This is an optimization exercise on Yosys and OpenROAD, whose aim is small area, not a production implementation.
In this exercise RTL edits were held to simulation tests only and were not proved equivalent to the original.
Power and IR drop assume default switching activity.

==> build 15 <==
==> flow/design.v <==
module eth_tx_arbiter #(
  parameter int DATA_W  = 512,
  parameter int EMPTY_W = 6
) (
  input  logic               clk,
  input  logic               rst,
  input  logic [DATA_W-1:0]  in0_data,
  input  logic               in0_valid,
  input  logic               in0_sop,
  input  logic               in0_eop,
  input  logic [EMPTY_W-1:0] in0_empty,
  output logic               in0_ready,
  input  logic [DATA_W-1:0]  in1_data,
  input  logic               in1_valid,
  input  logic               in1_sop,
  input  logic               in1_eop,
  input  logic [EMPTY_W-1:0] in1_empty,
  output logic               in1_ready,
  output logic [DATA_W-1:0]  out_data,
  output logic               out_valid,
  output logic               out_sop,
  output logic               out_eop,
  output logic [EMPTY_W-1:0] out_empty,
  input  logic               out_ready,
  output logic [31:0]        pkt_cnt0,
  output logic [31:0]        pkt_cnt1,
  output logic               proto_err
);
  typedef enum logic [1:0] {IDLE, GRANT0, GRANT1} state_t;
  state_t state;
  logic   last_grant;
  logic   first_beat;
  logic               out_free;
  logic               xfer0;
  logic               xfer1;
  logic               xfer;
  logic [DATA_W-1:0]  sel_data;
  logic               sel_sop;
  logic               sel_eop;
  logic [EMPTY_W-1:0] sel_empty;
  assign out_free  = !out_valid || out_ready;
  assign in0_ready = (state == GRANT0) && out_free;
  assign in1_ready = (state == GRANT1) && out_free;
  assign xfer0     = in0_valid && in0_ready;
  assign xfer1     = in1_valid && in1_ready;
  assign xfer      = xfer0 || xfer1;
  assign sel_data  = (state == GRANT1) ? in1_data  : in0_data;
  assign sel_sop   = (state == GRANT1) ? in1_sop   : in0_sop;
  assign sel_eop   = (state == GRANT1) ? in1_eop   : in0_eop;
  assign sel_empty = (state == GRANT1) ? in1_empty : in0_empty;
  always_ff @(posedge clk or posedge rst) begin
    if (rst) begin
      state      <= IDLE;
      last_grant <= 1'b1;
      first_beat <= 1'b1;
      out_valid  <= 1'b0;
      out_sop    <= 1'b0;
      out_eop    <= 1'b0;
      out_data   <= '0;
      out_empty  <= '0;
      pkt_cnt0   <= 32'd0;
      pkt_cnt1   <= 32'd0;
      proto_err  <= 1'b0;
    end else begin
      if (xfer) begin
        out_valid  <= 1'b1;
        out_data   <= sel_data;
        out_sop    <= sel_sop;
        out_eop    <= sel_eop;
        out_empty  <= sel_empty;
        first_beat <= sel_eop;
        if (first_beat && !sel_sop) proto_err <= 1'b1;
      end else if (out_ready) begin
        out_valid <= 1'b0;
      end
      if (xfer0 && in0_eop) pkt_cnt0 <= pkt_cnt0 + 32'd1;
      if (xfer1 && in1_eop) pkt_cnt1 <= pkt_cnt1 + 32'd1;
      case (state)
        IDLE: begin
          if (in0_valid && (!in1_valid || last_grant)) begin
            state      <= GRANT0;
            last_grant <= 1'b0;
            first_beat <= 1'b1;
          end else if (in1_valid) begin
            state      <= GRANT1;
            last_grant <= 1'b1;
            first_beat <= 1'b1;
          end
        end
        GRANT0: begin
          if (xfer0 && in0_eop) begin
            if (in1_valid) begin
              state      <= GRANT1;
              last_grant <= 1'b1;
            end
          end else if (first_beat && !xfer0) begin
            if (in1_valid) begin
              state      <= GRANT1;
              last_grant <= 1'b1;
            end else if (!in0_valid) begin
              state <= IDLE;
            end
          end
        end
        GRANT1: begin
          if (xfer1 && in1_eop) begin
            if (in0_valid) begin
              state      <= GRANT0;
              last_grant <= 1'b0;
            end
          end else if (first_beat && !xfer1) begin
            if (in0_valid) begin
              state      <= GRANT0;
              last_grant <= 1'b0;
            end else if (!in1_valid) begin
              state <= IDLE;
            end
          end
        end
        default: state <= IDLE;
      endcase
    end
  end
endmodule
==> flow/run.sh <==
#!/bin/bash
# synth_recipe.tcl (not shown) runs the flow's synth.tcl, then flattens the netlist and writes it again
# the make line also repeats each setting of config.mk as NAME=value (left out here)
make -C /OpenROAD-flow-scripts/flow DESIGN_CONFIG=/design/flow/config.mk WORK_HOME=/design/flow/orfs CLKGATE_MAP_FILE= SYNTH_SCRIPT=/design/flow/synth_recipe.tcl finish
==> flow/config.mk <==
export PLATFORM = sky130hd
export DESIGN_NAME = eth_tx_arbiter
export DESIGN_NICKNAME = eth_tx_arbiter
export VERILOG_FILES = /design/flow/design.v
export SDC_FILE = /design/flow/constraint.sdc
export NUM_CORES = 4
export LEC_CHECK = 0
export CAP_MARGIN = 20
export CORE_AREA = 5 5 595 595
export DIE_AREA = 0 0 600 600
export SLEW_MARGIN = 20
==> flow/constraint.sdc <==
create_clock -name core_clock -period 5.0 [get_ports {clk}]
set_input_delay 1.0000 -clock core_clock [delete_from_list [all_inputs] [get_ports {clk}]]
set_output_delay 1.0000 -clock core_clock [all_outputs]
set_load 0.01 [all_outputs]
==> trial 50 (differences from build 15) <==
==> flow/design.v (replaced) <==
module eth_tx_arbiter #(
  parameter int DATA_W  = 512,
  parameter int EMPTY_W = 6
) (
  input  logic               clk,
  input  logic               rst,
  input  logic [DATA_W-1:0]  in0_data,
  input  logic               in0_valid,
  input  logic               in0_sop,
  input  logic               in0_eop,
  input  logic [EMPTY_W-1:0] in0_empty,
  output logic               in0_ready,
  input  logic [DATA_W-1:0]  in1_data,
  input  logic               in1_valid,
  input  logic               in1_sop,
  input  logic               in1_eop,
  input  logic [EMPTY_W-1:0] in1_empty,
  output logic               in1_ready,
  output logic [DATA_W-1:0]  out_data,
  output logic               out_valid,
  output logic               out_sop,
  output logic               out_eop,
  output logic [EMPTY_W-1:0] out_empty,
  input  logic               out_ready,
  output logic [31:0]        pkt_cnt0,
  output logic [31:0]        pkt_cnt1,
  output logic               proto_err
);
  localparam int BW = DATA_W + EMPTY_W + 2;
  logic gnt0, gnt1;
  logic last_grant;
  logic first_beat;
  logic out_free, xfer0, xfer1, xfer, eop0, eop1;
  logic ld0, ld1, hold;
  assign out_free  = !out_valid || out_ready;
  assign in0_ready = gnt0 && out_free;
  assign in1_ready = gnt1 && out_free;
  assign xfer0     = in0_valid && in0_ready;
  assign xfer1     = in1_valid && in1_ready;
  assign xfer      = xfer0 || xfer1;
  assign eop0      = xfer0 && in0_eop;
  assign eop1      = xfer1 && in1_eop;
  assign ld1  = out_free && gnt1;
  assign ld0  = out_free && !gnt1;
  assign hold = !out_free;
  logic [BW-1:0] beat_n;    
  logic [BW-1:0] beat;
  assign beat = ~beat_n;
  assign {out_data, out_sop, out_eop, out_empty} = beat;
  logic [BW-1:0] beat_n_d;
  eth_tx_arbiter_aoi #(.W(BW)) u_sel (
    .a({in0_data, in0_sop, in0_eop, in0_empty}), .sa(ld0),
    .b({in1_data, in1_sop, in1_eop, in1_empty}), .sb(ld1),
    .c(beat), .sc(hold),
    .y_n(beat_n_d)
  );
  always_ff @(posedge clk)
    beat_n <= beat_n_d;
  always_ff @(posedge clk or posedge rst) begin
    if (rst) begin
      gnt0       <= 1'b0;
      gnt1       <= 1'b0;
      last_grant <= 1'b1;
      first_beat <= 1'b1;
      out_valid  <= 1'b0;
      pkt_cnt0   <= 32'd0;
      pkt_cnt1   <= 32'd0;
      proto_err  <= 1'b0;
    end else begin
      if (xfer) begin
        out_valid  <= 1'b1;
        first_beat <= gnt1 ? in1_eop : in0_eop;
        if (first_beat && !(gnt1 ? in1_sop : in0_sop)) proto_err <= 1'b1;
      end else if (out_ready) begin
        out_valid <= 1'b0;
      end
      if (eop0) pkt_cnt0 <= pkt_cnt0 + 32'd1;
      if (eop1) pkt_cnt1 <= pkt_cnt1 + 32'd1;
      if (!gnt0 && !gnt1) begin
        if (in0_valid && (!in1_valid || last_grant)) begin
          gnt0       <= 1'b1;
          last_grant <= 1'b0;
          first_beat <= 1'b1;
        end else if (in1_valid) begin
          gnt1       <= 1'b1;
          last_grant <= 1'b1;
          first_beat <= 1'b1;
        end
      end else if (gnt0) begin
        if (eop0 || (first_beat && !xfer0)) begin
          if (in1_valid) begin
            gnt0       <= 1'b0;
            gnt1       <= 1'b1;
            last_grant <= 1'b1;
          end else if (!eop0 && !in0_valid) begin
            gnt0 <= 1'b0;
          end
        end
      end else begin
        if (eop1 || (first_beat && !xfer1)) begin
          if (in0_valid) begin
            gnt1       <= 1'b0;
            gnt0       <= 1'b1;
            last_grant <= 1'b0;
          end else if (!eop1 && !in1_valid) begin
            gnt1 <= 1'b0;
          end
        end
      end
    end
  end
endmodule
module eth_tx_arbiter_aoi #(
  parameter int W = 1
) (
  input  logic [W-1:0] a,
  input  logic         sa,
  input  logic [W-1:0] b,
  input  logic         sb,
  input  logic [W-1:0] c,
  input  logic         sc,
  output logic [W-1:0] y_n
);
  assign y_n = ~((a & {W{sa}}) | (b & {W{sb}}) | (c & {W{sc}}));
endmodule
==> flow/flow/run.sh (new file) <==
#!/bin/bash
# The standard layout (the standard.sh, unchanged synthesis), with the port buffers
# made of sky130_fd_sc_hd__buf_1 instead of the buffer the resizer picks by default.
set -euo pipefail
export BUFFER_PORTS_ARGS="-buffer_cell sky130_fd_sc_hd__buf_1"
bash standard.sh finish > standard.log 2>&1
==> flow/standard.sh (new file) <==
#!/bin/bash
# synth_recipe.tcl (not shown) runs the flow's synth.tcl, then flattens the netlist and writes it again
# the make line also repeats each setting of config.mk as NAME=value (left out here)
make -C /OpenROAD-flow-scripts/flow DESIGN_CONFIG=/design/flow/config.mk WORK_HOME=/design/flow/orfs CLKGATE_MAP_FILE= SYNTH_SCRIPT=/design/flow/synth_recipe.tcl "${@:-finish}"
Settings changed: SYNTH_HIERARCHICAL set to 1.
removed: flow/run.sh
==> run notes <==
| quantity | trial 50 | build 15 |
|---|---|---|
| Outcome | no timing/DRC/antenna violations | no timing/DRC/antenna violations |
| Part of the total power dissipated in the clock network | 0.224 | 0.194 |
| Proportion of power drawn by combinational gates | 0.503 | 0.549 |
| Routed metal-1 wirelength | 102 mm | 99.8 mm |
| Arrival time at the worst endpoint | 2.39 ns | 2.97 ns |
| Count of TritonRoute iterations in the first routing pass | 14 | 5 |
| Netlist cell types | 42 | 43 |
| DP Worst Slack | 1.40 ns | 0.944 ns |
| Placer's final routability congestion estimate | 1.04 | 0.973 |
| Transition time at the pin with the least slew margin | 1.23 ns | 1.09 ns |
| Logic depth of the worst register-to-register path | 5 | 6 |
| CTS buffer count | 83 | 84 |
| Leakage power figure | 13.8 nW | 19.0 nW |
| Synth-to-layout area growth | 61.0% | 93.2% |
| Proportion of layout cells with a drive suffix above 1 | 0.0530 | 0.0569 |
| Clock buffer cells | 109 | 115 |
| Seq area share | 0.336 | 0.284 |
| Critical path endpoint | in1_ready | in0_ready |
| Number of global-route vias before repair | 24089 | 26559 |
| Number of flip-flops under the largest register name | 520 | 512 |
| Total length of routed wires | 313 mm | 304 mm |
| Total power draw | 27.6 mW | 32.0 mW |

afterwards: timing with drivers on the ports:
The flow's constraints put no driver on any port. The routed layouts listed below were extracted and timed again, unchanged, in two steps.
Step 1 assumes that a clkbuf_16 drives the clock port and a buf_2 every other input.
Step 2 adds t to the input delays and takes it off the output delays; t is the mean of the earliest and latest rising clock arrival at the registers after step 1. Input paths then give back, and output paths get back, about the clock's delay inside the block.
Three values: ideal, step 1, step 2; two values: the first two.
| run | shift t [ns] | setup WS [ns] | hold slack, ns | worst setup path after step 2 | latest minus earliest clock arrival (ns) |
|---|---|---|---|---|---|
| build 15 | 0.870 | 1.029 / 1.000 / 0.939 | 0.474 / 0.474 / 0.474 | input to register | 0.082 / 0.082 |
| trial 50 | 0.844 | 1.607 / 1.529 / 1.385 | 0.235 / 0.179 / 0.461 | input to register | 0.090 / 0.090 |
After both steps setup and hold are still met in every run listed. For trial 50, which loses most, drivers alone change the setup slack by -0.078 ns; drivers and shift together by -0.222 ns.
